This design comes from an exercise in tuning for small area on the open sky130 flow, not from production work.
Only simulation tests tie the RTL to the original design; equivalence was not proved.
No driver is modelled on the clock port, so clock power and skew are understated where the tree is cut down; a real chip needs a root buffer or a tree.
Power and IR drop assume default switching activity.

### flow/flow/run.sh
#!/bin/bash
# Own layout flow: the standard flow (standard.sh), with these changes.
# 1. Synthesis: the standard synthesis script (same passes and the same
#    flip-flop mapping, so the same registers) but without the full/half-adder
#    extraction and the Kogge-Stone carry map, and with an area-oriented ABC
#    script (abc_template.script) for the combinational logic. The script's
#    random restructuring (&deepsyn) is tried with SEEDS seeds, each with and
#    without a dc2 pass before it, each in its own ORFS work folder, and the
#    smallest netlist is kept and carried on through the rest of the flow.
set -euo pipefail
W=$(pwd)
F=$W/flow
prep() {
	# $1 scripts folder, $2 ABC script
	rm -rf "$1"
	cp -r "$FLOW_HOME/scripts" "$1"
	python3 - "$1" "$2" <<'PY'
import sys
s = sys.argv[1]
p = s + '/synth.tcl'
t = open(p).read()
a = t.index('# Technology mapping of adders')
b = t.index('# Technology mapping of latches')
t = t[:a] + t[b:]
t = t.replace('"-extra-map $::env(FLOW_HOME)/platforms/common/lcu_kogge_stone.v"', '""')
open(p, 'w').write(t)
open(s + '/abc_area.script', 'w').write(open(sys.argv[2]).read())
PY
}
area() {
	grep "Chip area for module" "$1/reports/sky130hd/ball_controller/base/synth_stat.txt" | awk '{print $NF}'
}
SEEDS=32
names=()
for i in $(seq 0 $((SEEDS - 1))); do
	for p in a b; do
		n=d$i$p
		names+=("$n")
		o="dc2"
		[[ $p == b ]] && o="balance"
		sed -e "s/@SEED@/$i/" -e "s/@PRE@/$o/" "$F/abc_template.script" > "$W/abc_$n.script"
		prep "$W/scripts_$n" "$W/abc_$n.script"
	done
done
# run the trials, NUM_CORES at a time
pids=()
for n in "${names[@]}"; do
	bash standard.sh WORK_HOME="$W/try_$n" SCRIPTS_DIR="$W/scripts_$n" ABC_AREA=1 synth > "synth_$n.log" 2>&1 &
	pids+=($!)
	if (( ${#pids[@]} >= ${NUM_CORES:-4} )); then
		wait "${pids[0]}" || true
		pids=("${pids[@]:1}")
	fi
done
for p in "${pids[@]}"; do wait "$p" || true; done
best=""
bestarea=""
for n in "${names[@]}"; do
	if [[ -f "$W/try_$n/results/sky130hd/ball_controller/base/1_synth.odb" ]]; then
		ar=$(area "$W/try_$n")
		echo "$n $ar" >> synth_trials.log
		if [[ -z "$best" ]] || python3 -c "import sys; sys.exit(0 if $ar < $bestarea else 1)"; then
			best=$n; bestarea=$ar
		fi
	fi
done
echo "chosen $best $bestarea" >> synth_trials.log
rm -rf "$W/orfs"
mv "$W/try_$best" "$W/orfs"
for n in "${names[@]}"; do
	rm -rf "$W/try_$n"
	[[ "$n" == "$best" ]] || rm -rf "$W/scripts_$n"
done
bash standard.sh SCRIPTS_DIR="$W/scripts_$best" BUFFER_PORTS_ARGS="-buffer_cell sky130_fd_sc_hd__buf_1" \
	CTS_ARGS="-sink_clustering_enable -repair_clock_nets -buf_list sky130_fd_sc_hd__clkbuf_8 -dont_use_dummy_load" \
	POST_CTS_TCL="$F/noroot.tcl" \
	> layout.log 2>&1
### flow/flow/abc_template.script
strash
@PRE@
&get -n
&deepsyn -S @SEED@ -T 40
&put
dc2
&get -n
&dch -f
&nf -R 1000
&put
### flow/flow/noroot.tcl
set block [ord::get_db_block]
set clk_net [[$block findBTerm clk] getNet]
set roots {}
set leaves {}
foreach inst [$block getInsts] {
	if {![string match "sky130_fd_sc_hd__clkbuf_*" [[$inst getMaster] getName]]} { continue }
	foreach it [$inst getITerms] {
		if {[$it isInputSignal] && [$it getNet] != "NULL"} {
			if {[[$it getNet] getId] == [$clk_net getId]} {
				lappend roots $inst
			} else {
				lappend leaves $inst
			}
		}
	}
}
puts "noroot: [llength $roots] root, [llength $leaves] leaf clock buffers"
if {[llength $roots] == 1 && [llength $leaves] >= 1 && [llength $leaves] <= 4} {
	set root [lindex $roots 0]
	set rnet ""
	foreach it [$root getITerms] {
		if {[$it isOutputSignal]} { set rnet [$it getNet] }
	}
	# every load of the root net must be a leaf buffer input
	set ok 1
	set loads {}
	foreach it [$rnet getITerms] {
		if {[$it getInst] == $root} { continue }
		if {[lsearch $leaves [$it getInst]] < 0} { set ok 0 }
		lappend loads $it
	}
	if {$ok} {
		foreach it $loads {
			$it disconnect
			$it connect $clk_net
		}
		odb::dbInst_destroy $root
		odb::dbNet_destroy $rnet
		puts "noroot: removed [llength $roots] root buffer, clock port drives [llength $loads] leaf buffers"
	}
}
### flow/standard.sh
#!/bin/bash
# synth_recipe.tcl (not shown) runs the flow's synth.tcl, then flattens the netlist and writes it again
# the make line also repeats each setting of config.mk as NAME=value (left out here)
make -C /OpenROAD-flow-scripts/flow DESIGN_CONFIG=/design/flow/config.mk WORK_HOME=/design/flow/orfs CLKGATE_MAP_FILE= SYNTH_SCRIPT=/design/flow/synth_recipe.tcl "${@:-finish}"
### flow/config.mk
export PLATFORM = sky130hd
export DESIGN_NAME = ball_controller
export DESIGN_NICKNAME = ball_controller
export VERILOG_FILES = /design/flow/design.v
export SDC_FILE = /design/flow/constraint.sdc
export NUM_CORES = 4
export LEC_CHECK = 0
export ABC_AREA = 1
export CAP_MARGIN = 0
export CORE_MARGIN = 2
export CORE_UTILIZATION = 40
export CTS_BUF_LIST = sky130_fd_sc_hd__clkbuf_8
export SLEW_MARGIN = 0
### flow/constraint.sdc
create_clock -name core_clock -period 25.0 [get_ports {clk}]
set_input_delay 5.0000 -clock core_clock [delete_from_list [all_inputs] [get_ports {clk}]]
set_output_delay 5.0000 -clock core_clock [all_outputs]
set_load 0.01 [all_outputs]
### flow/design.v
package ball_pkg;
	localparam logic [9:0] SERVE_X = 10'd463;
	localparam logic [9:0] SERVE_Y = 10'd275;
	function automatic logic [5:0] touch_span(logic [5:0] e);
		logic [4:0] a;
		a = e[5] ? 5'(-e) : e[4:0];
		if (e == 6'b100000 || a > 5'd28) touch_span = 6'd0;
		else begin
			case (a)
				5'd0, 5'd1, 5'd2, 5'd3, 5'd4, 5'd5, 5'd6, 5'd7: touch_span = {1'b1, 5'd28};
				5'd8, 5'd9, 5'd10: touch_span = {1'b1, 5'd27};
				5'd11, 5'd12: touch_span = {1'b1, 5'd26};
				5'd13, 5'd14: touch_span = {1'b1, 5'd25};
				5'd15, 5'd16: touch_span = {1'b1, 5'd24};
				5'd17: touch_span = {1'b1, 5'd23};
				5'd18: touch_span = {1'b1, 5'd22};
				5'd19: touch_span = {1'b1, 5'd21};
				5'd20: touch_span = {1'b1, 5'd20};
				5'd21: touch_span = {1'b1, 5'd19};
				5'd22: touch_span = {1'b1, 5'd18};
				5'd23: touch_span = {1'b1, 5'd17};
				5'd24: touch_span = {1'b1, 5'd16};
				5'd25: touch_span = {1'b1, 5'd14};
				5'd26: touch_span = {1'b1, 5'd12};
				5'd27: touch_span = {1'b1, 5'd10};
				default: touch_span = {1'b1, 5'd7};
			endcase
		end
	endfunction
	function automatic logic [4:0] goal_span(logic [4:0] e);
		logic [3:0] a;
		a = e[4] ? 4'(-e) : e[3:0];
		if (e == 5'b10000 || a > 4'd11) goal_span = 5'd0;
		else begin
			case (a)
				4'd0, 4'd1, 4'd2, 4'd3, 4'd4: goal_span = {1'b1, 4'd11};
				4'd5, 4'd6: goal_span = {1'b1, 4'd10};
				4'd7: goal_span = {1'b1, 4'd9};
				4'd8: goal_span = {1'b1, 4'd8};
				4'd9: goal_span = {1'b1, 4'd7};
				4'd10: goal_span = {1'b1, 4'd6};
				default: goal_span = {1'b1, 4'd4};
			endcase
		end
	endfunction
endpackage
`timescale 1ns/1ps
module move_tick (
	input  logic clk,
	input  logic rst,
	output logic tick,
	output logic first,
	output logic phase
);
	logic [1:0] cnt;
	always_ff @(posedge clk) begin
		if (rst) cnt <= 2'd0;
		else cnt <= cnt + 2'd1;
	end
	assign tick = &cnt;
	assign first = (cnt == 2'd1);
	assign phase = cnt[1];
endmodule
`timescale 1ns/1ps
module ball_motion (
	input  logic       clk,
	input  logic       rst,
	input  logic       tick,
	input  logic       serve,
	input  logic       flip,
	output logic [9:0] x,
	output logic [9:0] y
);
	logic       lsb;         
	logic [9:1] xh;
	logic [8:1] yh;
	logic       east;
	logic       south;
	logic       srv_east;    
	logic       srv_south;
	assign x = {xh, lsb};
	assign y = {1'b0, yh, lsb};
	logic wall_x;
	logic wall_y;
	assign wall_x = (~x[9] & ~x[8] & ~x[6] & ~x[5] & ~x[0]) |    
		(x[9] & x[7] & x[3] & x[2] & x[0]);                      
	assign wall_y = (~y[8] & ~y[7] & ~y[6] & ~y[4] & ~y[1] & ~y[0]) |   
		(y[8] & y[7] & y[6] & y[5] & y[4] & y[2] & y[1]);            
	logic east_n;
	logic south_n;
	assign east_n = east ^ wall_x ^ flip;
	assign south_n = south ^ wall_y;
	logic       ld;
	logic       xen, yen;
	logic [9:1] xt;
	logic [8:1] yt;
	assign ld = rst | serve;
	assign xen = tick & ~(east_n ^ lsb);
	assign yen = tick & ~(south_n ^ lsb);
	always_comb begin
		xt[1] = xen;
		for (int i = 2; i <= 9; i++) xt[i] = xt[i-1] & ~(xh[i-1] ^ east_n);
		yt[1] = yen;
		for (int i = 2; i <= 8; i++) yt[i] = yt[i-1] & ~(yh[i-1] ^ south_n);
	end
	always_ff @(posedge clk) begin
		if (ld) begin
			lsb <= ball_pkg::SERVE_X[0];
			xh <= ball_pkg::SERVE_X[9:1];
			yh <= ball_pkg::SERVE_Y[8:1];
		end else begin
			lsb <= lsb ^ tick;
			xh <= xh ^ xt;
			yh <= yh ^ yt;
		end
	end
	always_ff @(posedge clk) begin
		if (rst) begin
			east <= 1'b0;
			south <= 1'b1;
			srv_east <= 1'b1;
			srv_south <= 1'b0;
		end else if (serve) begin
			east <= srv_east;
			south <= srv_south;
			srv_east <= ~srv_east;
			srv_south <= ~(srv_south ^ srv_east);
		end else if (tick) begin
			east <= east_n;
			south <= south_n;
		end
	end
endmodule
`timescale 1ns/1ps
module player_contact (
	input  logic       clk,
	input  logic       rst,
	input  logic       tick,
	input  logic       phase,
	input  logic [9:0] x,
	input  logic [9:0] y,
	input  logic [9:0] team1_pos,
	input  logic [9:0] team2_pos,
	output logic       flip,
	output logic       hit
);
	logic [5:0] e;
	logic [3:0] k;
	logic       win;
	logic [5:0] span;
	assign e = {x[5] ^ x[4], ~x[4], x[3:0]};
	assign k = x[9:6] + {3'd0, x[5] | x[4]};
	assign win = (k == 4'd4) || (k == 4'd9);
	assign span = ball_pkg::touch_span(e);
	logic [2:0] g;
	logic [4:0] ex;
	logic       colv;
	logic [4:0] gspan;
	assign g = {~x[5] | x[6], x[5] & ~x[6], x[5]};
	assign ex = {x[4:2] - g, x[1:0]};
	assign colv = (x[8] & x[7] & x[6] & x[5]) | (~x[9] & x[7] & ~x[6] & ~x[5]) |
		(x[8] & ~x[7] & ~x[6] & x[5]);
	assign gspan = ball_pkg::goal_span(ex);
	logic [9:0] t;
	logic [4:0] h;
	logic       xok;
	assign t = phase ? (x[9] ? team2_pos : team1_pos) : (y[8] ? 10'd450 : 10'd100);
	assign h = phase ? span[4:0] : {1'b0, gspan[3:0]};
	assign xok = phase ? (win & span[5]) : (colv & gspan[4]);
	logic [10:0] d;
	logic        s;
	logic [4:0]  m;
	logic        yin;
	logic        le;
	assign d = {1'b0, y} - {1'b0, t};
	assign s = d[10];
	assign m = d[4:0] ^ {5{s}};
	assign yin = (d[10:5] == {6{s}});
	assign le = ({1'b0, m} + {5'd0, s}) <= {1'b0, h};
	logic hit_latch;
	assign hit = xok & yin & le;
	assign flip = hit & ~hit_latch;
	always_ff @(posedge clk) begin
		if (rst) hit_latch <= 1'b0;
		else if (tick) hit_latch <= hit;
	end
endmodule
`timescale 1ns/1ps
module serve_control (
	input  logic       clk,
	input  logic       rst,
	input  logic [9:0] y,
	input  logic [3:0] buttons,
	input  logic       first,
	input  logic       hit,
	output logic       serve,
	output logic       score_team1,
	output logic       score_team2
);
	logic btn;
	assign score_team1 = hit & first & ~y[8];
	assign score_team2 = hit & first & y[8];
	assign serve = btn | (hit & first);
	always_ff @(posedge clk) begin
		if (rst) btn <= 1'b0;
		else btn <= &buttons;
	end
endmodule
`timescale 1ns/1ps
module ball_controller (
	input  logic       clk,
	input  logic       rst,
	input  logic [9:0] team1_pos,
	input  logic [9:0] team2_pos,
	input  logic [3:0] buttons,
	output logic [19:0] ball_pos,
	output logic       score_team1,
	output logic       score_team2
);
	logic       tick;
	logic       first;
	logic       phase;
	logic       serve;
	logic       flip;
	logic       hit;
	logic [9:0] x;
	logic [9:0] y;
	assign ball_pos = {x, y};
	move_tick move_tick_inst (
		.clk  (clk),
		.rst  (rst),
		.tick (tick),
		.first(first),
		.phase(phase)
	);
	ball_motion ball_motion_inst (
		.clk  (clk),
		.rst  (rst),
		.tick (tick),
		.serve(serve),
		.flip (flip),
		.x    (x),
		.y    (y)
	);
	player_contact player_contact_inst (
		.clk      (clk),
		.rst      (rst),
		.tick     (tick),
		.phase    (phase),
		.x        (x),
		.y        (y),
		.team1_pos(team1_pos),
		.team2_pos(team2_pos),
		.flip     (flip),
		.hit      (hit)
	);
	serve_control serve_control_inst (
		.clk        (clk),
		.rst        (rst),
		.y          (y),
		.buttons    (buttons),
		.first      (first),
		.hit        (hit),
		.serve      (serve),
		.score_team1(score_team1),
		.score_team2(score_team2)
	);
endmodule
==> reports/qor.txt, run 1 <==
GLOBAL ROUTING
----------------------------------------------------------------------------------------------------
Global-route wire length before repair ................................................      8.88 mm
Pin count of the biggest net entering global routing ..................................           23
Overall global routing resource usage .................................................        18.3%
Congestion Overflow GR ................................................................            0
Antenna violations before repair ......................................................            0
Vias in the first global route ........................................................         1883

RUN STATUS
----------------------------------------------------------------------------------------------------
Status ................................................................................  timing/DRC/antenna clean

PLACE
----------------------------------------------------------------------------------------------------
Placer's final routability congestion estimate ........................................        0.821
Placement-stage cell area .............................................................   2320 sq um
Quantity of I/O buffers inserted on ports .............................................           46
Detailed placer's ending HPWL .........................................................      4.12 mm

CTS
----------------------------------------------------------------------------------------------------
Insertion delay of the later-clocked pin in the worst-skew pair .......................      0.15 ns
Clock-pin slew reported for the worst setup and hold paths after clock tree synthesis .      0.08 ns
# clock sinks .........................................................................           26

FINAL LAYOUT
----------------------------------------------------------------------------------------------------
Post-synthesis to final-layout area growth ............................................        13.2%
Fraction of layout cells with a size suffix above 1 ...................................       0.906%
Antenna diodes ........................................................................            0
Total Nets Final ......................................................................          359
Post-route design area ................................................................   2340 sq um
Utilization after layout ..............................................................        46.5%

FLOORPLAN
----------------------------------------------------------------------------------------------------
Die width .............................................................................      76.0 um
Number of placement rows ..............................................................           26
Core Footprint ........................................................................   5040 sq um
Die height ............................................................................      76.0 um
Initial Util ..........................................................................        41.1%
Full die area .........................................................................   5770 sq um
I/O pin count .........................................................................           48

TIMING
----------------------------------------------------------------------------------------------------
Setup repair after global routing missed its margin ...................................        false
Slew HR ...............................................................................        38.8%
Share of the cycle needed by the critical path after routing ..........................        58.8%
Slew Limit Fails ......................................................................            0
Final sum of negative setup slack .....................................................         0 ns
Actual transition at the worst max-transition pin .....................................     0.894 ns
Final period demand of the worst path .................................................     14.69 ns
Hold violation count in the final report ..............................................            0
Setup Skew ............................................................................   0.00491 ns
# setup viols final ...................................................................            0
Achievable Freq .......................................................................     68.1 MHz

LOGIC SYNTHESIS
----------------------------------------------------------------------------------------------------
Share of synthesized registers carrying an async set or reset .........................           0%
Part of the Yosys area used for sequential elements ...................................        25.1%
Synth Area per Inst ...................................................................   7.27 sq um
Primary FF master, synth ..............................................................      dfxtp_1
Count of state elements after synthesis ...............................................           26
Count of unique library cells instantiated by Yosys ...................................           43
Number of nets in the synthesized netlist .............................................          311
Post-synthesis cell count .............................................................          285
Synth Warn # ..........................................................................            4
EDFF count, synth .....................................................................            0
Post-synth design cell area ...........................................................   2070 sq um

POWER
----------------------------------------------------------------------------------------------------
Worst ir drop on vdd ..................................................................    0.0223 mV
Leak ..................................................................................     0.777 nW
Power density normalized to cell area ................................................. 36.0 nW/um^2

DRT
----------------------------------------------------------------------------------------------------
Wire per inst .........................................................................      13.5 um
Count of nets left with antenna violations after detail routing .......................            0
Violation count after the first detailed-routing iteration ............................          138
Post-detailed-routing wire length .....................................................      5.40 mm
Via count normalized by instance count ................................................         5.32
Drt drc ...............................................................................            0
Detailed Routing Iterations Pass 1 ....................................................            4
Routed vias ...........................................................................         2132

WORST SETUP PATH
----------------------------------------------------------------------------------------------------
Most repeated library cell on the critical path .......................................       maj3_1
Element type at the critical path start ...............................................    input pin
R2R setup slack .......................................................................     17.45 ns
Critical Path Sink Type ...............................................................   output pin
Cell with the biggest individual delay on the critical path ...........................    a2111oi_0
Category of the critical setup timing path ............................................ input pin to output pin
Critical-path maximum fanout ..........................................................            8
Signal arrival time at the worst endpoint .............................................      9.69 ns
Slowest stage delay, CP ...............................................................      0.71 ns
Data required, critical path ..........................................................     20.00 ns
Sequence of cells on the critical path ................................................ buf_1, a22oi_1, or2_0, maj3_1, maj3_1, maj3_1, maj3_1, nand2_1, a31oi_1, a21o_1, a22o_1, o21ai_0, xnor2_1, o21ai_0, o21ai_0, a21oi_1, a2111oi_0, nand2_1, nor2_1, and2_0, buf_1

WORST HOLD PATH
----------------------------------------------------------------------------------------------------
Class of the most critical hold timing path ........................................... register to register

RUN
----------------------------------------------------------------------------------------------------
Count of max-cap constraint violations ................................................            0

## flip-flops by register name, summed over array words and instances (netlist names)
name / cells
move_tick_inst.cnt: 2
ball_motion_inst.yh: 8
serve_control_inst.btn: 1
player_contact_inst.hit_latch: 1
ball_motion_inst.srv_east: 1
ball_motion_inst.srv_south: 1
ball_motion_inst.xh: 9
ball_motion_inst.east: 1
ball_motion_inst.south: 1
ball_motion_inst.lsb: 1
## cell usage in the layout, fill, tap and decap left out, types with 2 or more instances in the layout
| cell type | netlist | final |
|---|---|---|
| a221oi_1 | 2 | 2 |
| o31ai_1 | 3 | 3 |
| nand4_1 | 2 | 2 |
| xor2_1 | 16 | 16 |
| nor2b_1 | 6 | 6 |
| nor2_1 | 40 | 40 |
| a31oi_1 | 3 | 3 |
| nand2_1 | 28 | 28 |
| a32oi_1 | 2 | 2 |
| buf_1 | 0 | 46 |
| a211oi_1 | 2 | 2 |
| a22oi_1 | 4 | 4 |
| maj3_1 | 4 | 4 |
| or3_1 | 4 | 4 |
| a21oi_1 | 22 | 22 |
| xnor2_1 | 20 | 20 |
| o21a_1 | 3 | 3 |
| and2_0 | 5 | 5 |
| nor3_1 | 9 | 9 |
| or2_0 | 7 | 7 |
| clkbuf_8 | 0 | 2 |
| o22ai_1 | 4 | 4 |
| a2111oi_0 | 2 | 2 |
| mux2_1 | 2 | 2 |
| dfxtp_1 | 26 | 26 |
| nand2b_1 | 5 | 5 |
| nand3_1 | 11 | 11 |
| nor4_1 | 2 | 2 |
| mux2i_1 | 6 | 6 |
| clkinv_1 | 5 | 5 |
| o21ai_0 | 23 | 23 |
| o211ai_1 | 2 | 2 |
## where the power goes
| group | leakage [nW] | total [mW] | internal [mW] | switching (mW) |
|---|---|---|---|---|
| Combinational | 0.552 | 0.0210 | 0.00935 | 0.0116 |
| Sequential | 0.211 | 0.0450 | 0.0424 | 0.00262 |
| Clock | 0.0144 | 0.0183 | 0.00737 | 0.0110 |
| Total | 0.777 | 0.0843 | 0.0591 | 0.0252 |
## worst max-delay path, delay by kind of cell
| kind | cells | cell delay, ns |
|---|---|---|
| buffers and inverters | 2 | 0.22 |
| AO/OA/AOI/OAI | 9 | 1.86 |
| adder cells (fa/ha/maj) | 4 | 1.61 |
| XOR/XNOR | 1 | 0.14 |
| AND/OR/NAND/NOR | 5 | 0.84 |
## metal layers
| layer | vias up | wire length [um] | track usage (%) |
|---|---|---|---|
| li1 | 1119 | - | - |
| met1 | 960 | 2800 | 27.0 |
| met2 | 50 | 2380 | 29.4 |
| met3 | 3 | 187 | 1.30 |
| met4 | 0 | 38 | 3.82 |
| met5 | - | 0 | 0 |
## through the flow
step / setup WS, ns / power [mW] / hold slack (ns) / std cells
5_1_grt: 9.81 / 0.0902 / 0.523 / 401
3_3_place_gp: 10.39 / 0.0667 / 0.457 / 399
6_report: 10.31 / 0.0843 / 0.486 / 401
3_5_place_dp: 10.36 / 0.0669 / 0.467 / 399
2_1_floorplan: 11.04 / 0.0614 / 0.434 / 285
## Yosys cell counts (5+ instances only)
| cell | n | area share (%) |
|---|---|---|
| a21oi_1 | 22 | 5.3 |
| dfxtp_1 | 26 | 25 |
| xnor2_1 | 20 | 8.5 |
| nand2b_1 | 5 | 1.5 |
| nor2b_1 | 6 | 1.8 |
| nor3_1 | 9 | 2.2 |
| and2_0 | 5 | 1.5 |
| nand2_1 | 28 | 5.1 |
| mux2i_1 | 6 | 2.9 |
| xor2_1 | 16 | 6.8 |
| nand3_1 | 11 | 2.7 |
| or2_0 | 7 | 2.1 |
| clkinv_1 | 5 | 0.91 |
| o21ai_0 | 23 | 5.6 |
| nor2_1 | 40 | 7.2 |
## final timing paths
kind,start,end,cells past startpoint
setup reg to reg,move_tick_inst.cnt[1]$_SDFF_PP0_,ball_motion_inst.xh[9]$_SDFF_PP0_,29
hold / removal,move_tick_inst.cnt[0]$_SDFF_PP0_,move_tick_inst.cnt[0]$_SDFF_PP0_,1
hold reg to reg,move_tick_inst.cnt[0]$_SDFF_PP0_,move_tick_inst.cnt[0]$_SDFF_PP0_,1
setup / recovery,team1_pos[0],score_team2,21
## logic make-up (layout without fill, tap and decap cells)
| kind of cell | Yosys count | after routing | share of synthesized area, % |
|---|---|---|---|
| buffers and inverters | 8 | 54 | 1.99 |
| adders and majority gates | 4 | 4 | 1.93 |
| other | 1 | 1 | 0.181 |
| DFF | 26 | 26 | 25.1 |
| muxes | 8 | 8 | 3.99 |
| and+or+nand+nor | 122 | 122 | 27.6 |
| AOI/OAI and AO/OA | 80 | 80 | 24.0 |
| xor gates and xnor gates | 36 | 36 | 15.2 |
## final cells by class
type / instances / area (sq um)
Tap cell: 70 / 87.6
Clock buffer: 2 / 27.5
Multi-Input combinational cell: 251 / 1510
Inverter: 5 / 18.8
Fill cell: 553 / 2700
Timing Repair Buffer: 47 / 180
Sequential cell: 26 / 520
==> inputs of run 2 (changes only) <==
--- a/flow/flow/run.sh
+++ b/flow/flow/run.sh
@@ -9,2 +9,6 @@
 #    smallest netlist is kept and carried on through the rest of the flow.
+# 2. Port buffers use the smallest buffer cell (buf_1) instead of the
+#    default pick (every input and output port still gets its buffer), and
+#    the clock tree uses clkbuf_8 without a dummy balancing load.
+# Each tool's output goes to a log file in this folder.
 set -euo pipefail
@@ -32,3 +36,3 @@
 }
-SEEDS=32
+SEEDS=16
 names=()
@@ -75,3 +79,2 @@
 	CTS_ARGS="-sink_clustering_enable -repair_clock_nets -buf_list sky130_fd_sc_hd__clkbuf_8 -dont_use_dummy_load" \
-	POST_CTS_TCL="$F/noroot.tcl" \
 	> layout.log 2>&1
removed: flow/flow/noroot.tcl
==> run 2 against run 1 <==
Effect of this change: clock power increased by 29%; cell count increased by 0.25%; core utilization increased by 0.27 points; first-iteration DRC count increased by 2.9%; synthesized cell count unchanged; fmax about the same; critical endpoint unchanged; largest cell class unchanged; largest power group unchanged.
==> reports/qor.txt, run 2 <==
TIMING
----------------------------------------------------------------------------------------------------
Share of the cycle needed by the critical path after routing ..........................        58.8%   about the same
# setup viols final ...................................................................            0   unchanged
Achievable Freq .......................................................................     68.0 MHz   about the same
Actual transition at the worst max-transition pin .....................................     0.905 ns   +0.0102 ns
Setup repair after global routing missed its margin ...................................        false
Post-Route Hold Slack .................................................................     0.486 ns   +0.000138 ns
Final period demand of the worst path .................................................     14.70 ns   +0.00850 ns
Slew HR ...............................................................................        38.1%   -0.70 points
Slew Limit Fails ......................................................................            0   unchanged
Final sum of negative setup slack .....................................................         0 ns   unchanged
Hold violation count in the final report ..............................................            0   unchanged
Setup Skew ............................................................................   0.00541 ns   +0.000501 ns

FINAL LAYOUT
----------------------------------------------------------------------------------------------------
Number of flip-flops in the largest register ..........................................            9   unchanged
Top register by number of flip-flops .................................................. ball_motion_inst.xh
Post-synthesis to final-layout area growth ............................................        13.8%
Fraction of layout cells with a size suffix above 1 ...................................        1.20%   +0.30 points
Total Nets Final ......................................................................          360   +0.28%
Commonest non-fill, non-tap cells in the layout ....................................... buf_1, nor2_1, nand2_1
Most frequent standard cell in the layout excluding fill and tap cells ................        buf_1
Antenna diodes ........................................................................            0   unchanged
Registers with the most flip-flops .................................................... ball_motion_inst.xh x9, ball_motion_inst.yh x8, move_tick_inst.cnt x2
Number of fill cells in the layout ....................................................          552   -0.18%

LOGIC SYNTHESIS
----------------------------------------------------------------------------------------------------
Synth Area per Inst ...................................................................   7.27 sq um   unchanged
Synth Warn # ..........................................................................            4   unchanged
Count of state elements after synthesis ...............................................           26   unchanged
Top area cells in the synthesized netlist ............................................. dfxtp_1, xnor2_1, nor2_1
Cell types with the highest counts after synthesis .................................... nor2_1, nand2_1, dfxtp_1
Post-synthesis cell count .............................................................          285   unchanged
Primary FF master, synth ..............................................................      dfxtp_1
Count of unique library cells instantiated by Yosys ...................................           43   unchanged
Part of the Yosys area used for sequential elements ...................................        25.1%   unchanged
Area share of the leading cell type in the synthesized netlist ........................        25.1%   unchanged
Number of nets in the synthesized netlist .............................................          311   unchanged
Cell taking the most area after synthesis .............................................      dfxtp_1
Share of synthesized registers carrying an async set or reset .........................           0%   unchanged
Post-synth design cell area ...........................................................   2070 sq um   unchanged
Most frequently used cell type in the post-synthesis netlist ..........................       nor2_1
EDFF count, synth .....................................................................            0   unchanged

DRT
----------------------------------------------------------------------------------------------------
Via count normalized by instance count ................................................         5.36   +0.78%
Count of nets left with antenna violations after detail routing .......................            0   unchanged
Post-detailed-routing wire length .....................................................      5.43 mm   +0.50%
Drt drc ...............................................................................            0   unchanged
Detailed Routing Iterations Pass 1 ....................................................            4   unchanged
Routed vias ...........................................................................         2154   +1.0%
Violation count after the first detailed-routing iteration ............................          142   +2.9%
Wire per inst .........................................................................      13.5 um   +0.25%

WORST SETUP PATH
----------------------------------------------------------------------------------------------------
Most repeated library cell on the critical path .......................................       maj3_1
Signal arrival time at the worst endpoint .............................................      9.70 ns   about the same
Critical Path Sink Type ...............................................................   output pin
Element type at the critical path start ...............................................    input pin
Category of the critical setup timing path ............................................ input pin to output pin
Top Family by Delay on Critical Path .................................................. compound AO/OA/AOI/OAI gates
Cell with the biggest individual delay on the critical path ...........................    a2111oi_0
Buffer and inverter count on the worst path ...........................................            2   unchanged
Slowest stage delay, CP ...............................................................      0.72 ns   about the same
Critical-path maximum fanout ..........................................................            8   unchanged
Data required, critical path ..........................................................     20.00 ns   about the same
Sequence of cells on the critical path ................................................ buf_1, a22oi_1, or2_0, maj3_1, maj3_1, maj3_1, maj3_1, nand2_1, a31oi_1, a21o_1, a22o_1, o21ai_0, xnor2_1, o21ai_0, o21ai_0, a21oi_1, a2111oi_0, nand2_1, nor2_1, and2_0, buf_1

CTS
----------------------------------------------------------------------------------------------------
Insertion delay of the later-clocked pin in the worst-skew pair .......................      0.27 ns   +0.12 ns
Resize count post-CTS .................................................................            0
TritonCTS clock tree ..................................................................        built
Maximum clock path buffer count .......................................................            2
Post-CTS setup repair buffer count ....................................................            0
Total of hold buffers inserted after clock tree synthesis .............................            0
Clock buffers created by TritonCTS ....................................................            3
Clock-pin slew reported for the worst setup and hold paths after clock tree synthesis .      0.08 ns   about the same
# clock sinks .........................................................................           26   unchanged
H-Tree Level Count ....................................................................            1
CTS root buffer .......................................................................     clkbuf_8

GLOBAL ROUTING
----------------------------------------------------------------------------------------------------
Vias in the first global route ........................................................         1902   +1.0%
Overall global routing resource usage .................................................        18.5%   +0.23 points
Antenna violations before repair ......................................................            0   unchanged
Busiest layer in global routing .......................................................         met2
GR Layer Usage met2 ...................................................................        29.4%   unchanged
Global-route wire length before repair ................................................      8.91 mm   +0.38%
GR Util met1 ..........................................................................        27.0%   unchanged
Congestion Overflow GR ................................................................            0   unchanged
Fraction of met3 tracks used by global routing ........................................        1.66%   +0.36 points
Pin count of the biggest net entering global routing ..................................           23   unchanged

FLOORPLAN
----------------------------------------------------------------------------------------------------
Die width .............................................................................      76.0 um   unchanged
Core Footprint ........................................................................   5040 sq um   unchanged
Die height ............................................................................      76.0 um   unchanged
Number of placement rows ..............................................................           26   unchanged
I/O pin count .........................................................................           48   unchanged
Initial Util ..........................................................................        41.1%   unchanged
Full die area .........................................................................   5770 sq um   unchanged

POWER
----------------------------------------------------------------------------------------------------
Power density normalized to cell area ................................................. 38.0 nW/um^2   +5.6%
Leak ..................................................................................     0.785 nW   +0.92%
Worst ir drop on vdd ..................................................................    0.0225 mV   +0.85%

PLACE
----------------------------------------------------------------------------------------------------
Detailed placer's ending HPWL .........................................................      4.12 mm   unchanged
Quantity of I/O buffers inserted on ports .............................................           46   unchanged
Placer's final routability congestion estimate ........................................        0.821   unchanged

RUN STATUS
----------------------------------------------------------------------------------------------------
Status ................................................................................  timing/DRC/antenna clean

RUN
----------------------------------------------------------------------------------------------------
Count of max-cap constraint violations ................................................            0   unchanged

WORST HOLD PATH
----------------------------------------------------------------------------------------------------
Class of the most critical hold timing path ........................................... register to register

## run 2: cell count changes in the layout (fill, tap and decap cells not counted)
cell	previous run	this run
clkbuf_8	2	3
## run 2: worst reg2reg max path: cells and delay by family (launching register included)
kind | cells | cell delay, ns
buf+inv | 1 | 0.11
fa+ha+maj | 4 | 1.61
compound gates | 14 | 2.88
simple gates | 8 | 1.77
flops | 1 | 0.78
xor+xnor | 2 | 0.36
## run 2: kinds of logic after synthesis
family	synth area share [%]
flip-flops	25.1
adder cells (fa/ha/maj)	1.93
XOR/XNOR	15.2
AND/OR/NAND/NOR	27.6
multiplexers	3.99
AO/OA/AOI/OAI	24.0
buffers and inverters	1.99
other	0.181
## run 2: final timing paths
| kind | start | end | slack (ns) | cells after the start |
|---|---|---|---|---|
| worst min-delay path | move_tick_inst.cnt[0]$_SDFF_PP0_ | move_tick_inst.cnt[0]$_SDFF_PP0_ | 0.49 | 1 |
| worst min register to register | move_tick_inst.cnt[0]$_SDFF_PP0_ | move_tick_inst.cnt[0]$_SDFF_PP0_ | 0.49 | 1 |
| worst max register to register | move_tick_inst.cnt[1]$_SDFF_PP0_ | ball_motion_inst.xh[9]$_SDFF_PP0_ | 17.43 | 29 |
| worst max-delay path | team1_pos[0] | score_team2 | 10.30 | 21 |
## run 2: layer usage
| layer | wire length (um) | vias to the layer above |
|---|---|---|
| met3 | 235 | 5 |
| met1 | 2750 | 970 |
| met5 | 0 | - |
| li1 | - | 1123 |
| met4 | 48 | 0 |
| met2 | 2390 | 56 |
## run 2: layout make-up
cell class	count	area, sq um	share of cell area, %
repair buffers	47	180	7.64
well taps	70	87.6	3.71
flip-flops and latches	26	520	22.1
multi-input cells	251	1510	64.0
inverters	5	18.8	0.796
clock buffers	3	41.3	1.75
## run 2: per-stage QoR
stage | util (%) | cell area [sq um] | cells | setup slack (ns) | power, mW
2_1_floorplan | - | 2070 | 285 | 11.04 | 0.0614
3_3_place_gp | 46.0 | 2320 | 399 | 10.39 | 0.0667
3_5_place_dp | 46.0 | 2320 | 399 | 10.36 | 0.0669
4_1_cts | 46.8 | 2360 | 402 | 10.33 | 0.0905
5_1_grt | 46.8 | 2360 | 402 | 9.81 | 0.0955
6_report | 46.8 | 2360 | 402 | 10.30 | 0.0896
## run 2: power by group
group	internal, mW	leakage, nW	total, mW	switching (mW)
Clock	0.0108	0.0216	0.0236	0.0128
Combinational	0.00935	0.552	0.0210	0.0116
Sequential	0.0424	0.211	0.0450	0.00263
Total	0.0626	0.785	0.0896	0.0271
==> inputs of run 3 (changes only) <==
--- a/flow/flow/run.sh
+++ b/flow/flow/run.sh
@@ -7,4 +7,5 @@
 #    random restructuring (&deepsyn) is tried with SEEDS seeds, each with and
-#    without a dc2 pass before it, each in its own ORFS work folder, and the
-#    smallest netlist is kept and carried on through the rest of the flow.
+#    without pin permutation in the mapper (&nf -p), each in its own ORFS
+#    work folder, and the smallest netlist is kept and carried on through
+#    the rest of the flow.
 # 2. Port buffers use the smallest buffer cell (buf_1) instead of the
@@ -36,11 +37,11 @@
 }
-SEEDS=16
+SEEDS=12
 names=()
 for i in $(seq 0 $((SEEDS - 1))); do
-	for p in a b; do
+	for p in n p; do
 		n=d$i$p
 		names+=("$n")
-		o="dc2"
-		[[ $p == b ]] && o="balance"
-		sed -e "s/@SEED@/$i/" -e "s/@PRE@/$o/" "$F/abc_template.script" > "$W/abc_$n.script"
+		o=""
+		[[ $p == p ]] && o="-p"
+		sed -e "s/@SEED@/$i/" -e "s/@NFOPT@/$o/" "$F/abc_template.script" > "$W/abc_$n.script"
 		prep "$W/scripts_$n" "$W/abc_$n.script"
==> flow/flow/abc_template.script (replaced) <==
strash
dc2
&get -n
&deepsyn -S @SEED@ -T 30
&put
dc2
&get -n
&dch -f
&nf @NFOPT@ -R 1000
&put
--- a/flow/config.mk
+++ b/flow/config.mk
@@ -8,3 +8,3 @@
 export ABC_AREA = 1
-export CAP_MARGIN = 0
+export CAP_MARGIN = 20
 export CORE_MARGIN = 2
@@ -12,2 +12,2 @@
 export CTS_BUF_LIST = sky130_fd_sc_hd__clkbuf_8
-export SLEW_MARGIN = 0
+export SLEW_MARGIN = 20
==> run 3 against run 2 <==
Effect of this change: via count is 5.9% higher; worst setup slack worse by 0.070 ns; core utilization about the same; critical path depth rose by 1; first-iteration DRC count is 4.2% higher; worst hold slack lost 0.025 ns; cell area up 1.4%; combinational power decreased by 4%; fmax decreased by 0.47%; flip-flop and latch count is the same; power hardly changed; largest cell class unchanged.
==> reports/qor.txt, run 3 <==
DRT
----------------------------------------------------------------------------------------------------
Detailed Routing Iterations Pass 1 ....................................................            5   +1
Post-detailed-routing wire length .....................................................      5.53 mm   +1.9%
Violation count after the first detailed-routing iteration ............................          148   +4.2%
Routed vias ...........................................................................         2281   +5.9%
Routed length on met3 .................................................................       265 um   +13%
Wire per inst .........................................................................      13.1 um   -2.9%
Via count normalized by instance count ................................................         5.41   +0.88%
Drt drc ...............................................................................            0   unchanged
Met2 wirelength from detailed routing .................................................      2.56 mm   +7.0%
Detailed-routing wirelength on met1 ...................................................      2.67 mm   -2.9%
Highest routing layer actually used ...................................................         met4
Count of nets left with antenna violations after detail routing .......................            0   unchanged

GLOBAL ROUTING
----------------------------------------------------------------------------------------------------
Pin count of the biggest net entering global routing ..................................           21   -8.7%
Antenna violations before repair ......................................................            0   unchanged
Overall global routing resource usage .................................................        19.3%   +0.77 points
Congestion Overflow GR ................................................................            0   unchanged
Vias in the first global route ........................................................         2085   +9.6%
Global-route wire length before repair ................................................      9.41 mm   +5.6%

LOGIC SYNTHESIS
----------------------------------------------------------------------------------------------------
Primary FF master, synth ..............................................................      dfxtp_1
Cell taking the most area after synthesis .............................................      dfxtp_1
Top area cells in the synthesized netlist ............................................. dfxtp_1, xnor2_1, nor2_1
Most frequently used cell type in the post-synthesis netlist ..........................       nor2_1
Number of nets in the synthesized netlist .............................................          332   +6.8%
Share of synthesized registers carrying an async set or reset .........................           0%   unchanged
Cell types with the highest counts after synthesis .................................... nor2_1, nand2_1, dfxtp_1
Post-synthesis cell count .............................................................          306   +7.4%
Area share of the leading cell type in the synthesized netlist ........................        24.7%   -0.42 points
EDFF count, synth .....................................................................            0   unchanged
Part of the Yosys area used for sequential elements ...................................        24.7%   -0.42 points
Post-synth design cell area ...........................................................   2110 sq um   +1.7%
Count of unique library cells instantiated by Yosys ...................................           43   unchanged
Synth Area per Inst ...................................................................   6.89 sq um   -5.3%
Count of state elements after synthesis ...............................................           26   unchanged
Synth Warn # ..........................................................................            4   unchanged

FINAL LAYOUT
----------------------------------------------------------------------------------------------------
Top register by number of flip-flops .................................................. ball_motion_inst.xh
Storage element area ..................................................................    520 sq um   unchanged
Registers with the most flip-flops .................................................... ball_motion_inst.xh x9, ball_motion_inst.yh x8, move_tick_inst.cnt x2
Fraction of layout cells with a size suffix above 1 ...................................        1.14%   -0.068 points
Total Nets Final ......................................................................          380   +5.6%
Number of flip-flops in the largest register ..........................................            9   unchanged
Post-synthesis to final-layout area growth ............................................        13.5%
Antenna diodes ........................................................................            0   unchanged
Number of fill cells in the layout ....................................................          568   +2.9%
Post-route design area ................................................................   2390 sq um   +1.4%
Utilization after layout ..............................................................        46.8%   about the same
Area taken by multi-input logic gates .................................................   1550 sq um   +2.4%
Commonest non-fill, non-tap cells in the layout ....................................... nor2_1, nand2_1, buf_1
Fin cells .............................................................................          422   +5.0%
Most frequent standard cell in the layout excluding fill and tap cells ................       nor2_1

FLOORPLAN
----------------------------------------------------------------------------------------------------
Number of placement rows ..............................................................           26   unchanged
Die width .............................................................................      76.6 um   +0.80%
Initial Util ..........................................................................        41.3%   +0.16 points
Core Footprint ........................................................................   5110 sq um   +1.3%
I/O pin count .........................................................................           48   unchanged
Die height ............................................................................      76.6 um   +0.80%
Full die area .........................................................................   5860 sq um   +1.6%

TIMING
----------------------------------------------------------------------------------------------------
Final sum of negative setup slack .....................................................         0 ns   unchanged
Setup repair after global routing missed its margin ...................................        false
Slew HR ...............................................................................        40.6%   +2.5 points
Final period demand of the worst path .................................................     14.77 ns   +0.0697 ns
Actual transition at the worst max-transition pin .....................................     0.868 ns   -0.0367 ns
Share of the cycle needed by the critical path after routing ..........................        59.1%   +0.28 points
Hold violation count in the final report ..............................................            0   unchanged
# setup viols final ...................................................................            0   unchanged
Post-Route Hold Slack .................................................................     0.461 ns   -0.0250 ns
Slew Limit Fails ......................................................................            0   unchanged
Achievable Freq .......................................................................     67.7 MHz   -0.47%
Slack of the critical path ............................................................     10.23 ns   -0.0697 ns
Setup Skew ............................................................................   0.00669 ns   +0.00128 ns

CTS
----------------------------------------------------------------------------------------------------
Post-CTS setup repair buffer count ....................................................            0   unchanged
H-Tree Level Count ....................................................................            1   unchanged
Resize count post-CTS .................................................................            0   unchanged
Insertion delay of the later-clocked pin in the worst-skew pair .......................      0.27 ns   about the same
CTS root buffer .......................................................................     clkbuf_8
Clock buffers created by TritonCTS ....................................................            3   unchanged
Clock-pin slew reported for the worst setup and hold paths after clock tree synthesis .      0.10 ns   +0.02 ns
Maximum clock path buffer count .......................................................            2   unchanged
# clock sinks .........................................................................           26   unchanged
TritonCTS clock tree ..................................................................        built
Total of hold buffers inserted after clock tree synthesis .............................            0   unchanged

WORST SETUP PATH
----------------------------------------------------------------------------------------------------
Critical Path Sink Type ...............................................................   output pin
Category of the critical setup timing path ............................................ input pin to output pin
Signal arrival time at the worst endpoint .............................................      9.77 ns   +0.07 ns
Critical-path maximum fanout ..........................................................            6   -2
Data required, critical path ..........................................................     20.00 ns   about the same
Element type at the critical path start ...............................................    input pin

RUN
----------------------------------------------------------------------------------------------------
Count of max-cap constraint violations ................................................            0   unchanged

POWER
----------------------------------------------------------------------------------------------------
Leak ..................................................................................     0.845 nW   +7.7%
Power density normalized to cell area ................................................. 37.5 nW/um^2   -1.4%
Post-layout power .....................................................................    0.0896 mW   about the same
Worst ir drop on vdd ..................................................................    0.0230 mV   +1.9%

PLACE
----------------------------------------------------------------------------------------------------
Post-Place Setup Slack ................................................................     10.30 ns   -0.0581 ns
Quantity of I/O buffers inserted on ports .............................................           46   unchanged
Placement-stage cell area .............................................................   2350 sq um   +1.4%
# placed instances ....................................................................          419   +5.0%
Detailed placer's ending HPWL .........................................................      4.22 mm   +2.4%
Placer's final routability congestion estimate ........................................        0.820   -0.21%

RUN STATUS
----------------------------------------------------------------------------------------------------
Status ................................................................................  timing/DRC/antenna clean

WORST HOLD PATH
----------------------------------------------------------------------------------------------------
Class of the most critical hold timing path ........................................... register to register

## run 3: area by class of cell
type / count / area share, %
Clock buffer: 3 / 1.73
Inverter: 6 / 0.942
Multi-Input combinational cell: 271 / 64.7
Sequential cell: 26 / 21.8
Tap cell: 70 / 3.66
Timing Repair Buffer: 46 / 7.22
## run 3: final timing paths
kind / depth (start not counted) / endpoint / slack (ns) / startpoint
max: 22 / score_team2 / 10.23 / team1_pos[1]
min: 2 / ball_motion_inst.srv_east$_SDFFE_PP1P_ / 0.46 / ball_motion_inst.srv_east$_SDFFE_PP1P_
max reg2reg: 33 / ball_motion_inst.xh[9]$_SDFF_PP0_ / 17.70 / move_tick_inst.cnt[1]$_SDFF_PP0_
min reg2reg: 2 / ball_motion_inst.srv_east$_SDFFE_PP1P_ / 0.46 / ball_motion_inst.srv_east$_SDFFE_PP1P_
## run 3: power by group
| part | switching, mW | internal [mW] | leakage [nW] |
|---|---|---|---|
| clock network | 0.0136 | 0.0108 | 0.0216 |
| registers | 0.00272 | 0.0424 | 0.211 |
| logic | 0.0114 | 0.00868 | 0.612 |
## run 3: metal layers
metal,up-vias,track usage [%]
li1,1187,-
met1,1044,26.6
met5,-,0
met4,0,4.55
met3,2,2.84
met2,48,31.8
## run 3: critical path, stage by stage
cell and delay, ns:
buf_1 0.07, nor2_1 0.05, nor4_1 0.43, nor2_1 0.10, maj3_1 0.40, maj3_1 0.39
nor2_1 0.17, nor3_1 0.08, nor2_1 0.13, nor2_1 0.07, o221ai_1 0.14, o21bai_1 0.29
mux2_1 0.37, a21oi_1 0.15, xnor2_1 0.12, o221ai_1 0.24, a21oi_1 0.09, a2111oi_0 0.78
nand2_1 0.16, nor2_1 0.23, and2_0 0.16, buf_1 0.15
## run 3: kinds of logic (layout without fill, tap and decap cells)
family / Yosys count / count (layout) / synth area share (%)
simple gates: 154 / 154 / 33.1
compound gates: 74 / 74 / 21.9
other cells: 1 / 1 / 0.178
mux: 5 / 5 / 2.49
fa+ha+maj: 2 / 2 / 0.950
flops: 26 / 26 / 24.7
xor+xnor: 35 / 35 / 14.5
buf+inv: 9 / 55 / 2.14

separate check: timing with driven ports:
No port has a modelled driver above. Below, the same layouts with a new extraction and two added sets of constraints.
Step 1, drivers: a clkbuf_16 drives clk and a buf_2 each remaining input, both assumed.
Step 2, shift: input delay + t, output delay - t, t = (earliest + latest rising clock arrival at the registers) / 2. This alone moves slack from input paths to output paths.
Three values: ideal ports, drivers, drivers and shift; two values: the first two.
| run | t (ns) | setup slack, ns | hold slack, ns | worst setup path after step 2 | worst slew at a driven data input, ns |
|---|---|---|---|---|---|
| run 1 | 0.177 | 10.308 / 10.279 / 10.279 | 0.486 / 0.486 / 0.486 | input to output | 0.04 |
| run 2 | 0.293 | 10.299 / 10.271 / 10.271 | 0.486 / 0.486 / 0.486 | input to output | 0.04 |
| run 3 | 0.296 | 10.229 / 10.196 / 10.196 | 0.461 / 0.461 / 0.461 | input to output | 0.03 |
After both steps setup and hold are still met in every run listed. The setup slack of run 3, which loses most, moves by -0.033 ns with the drivers and by -0.033 ns with both steps.
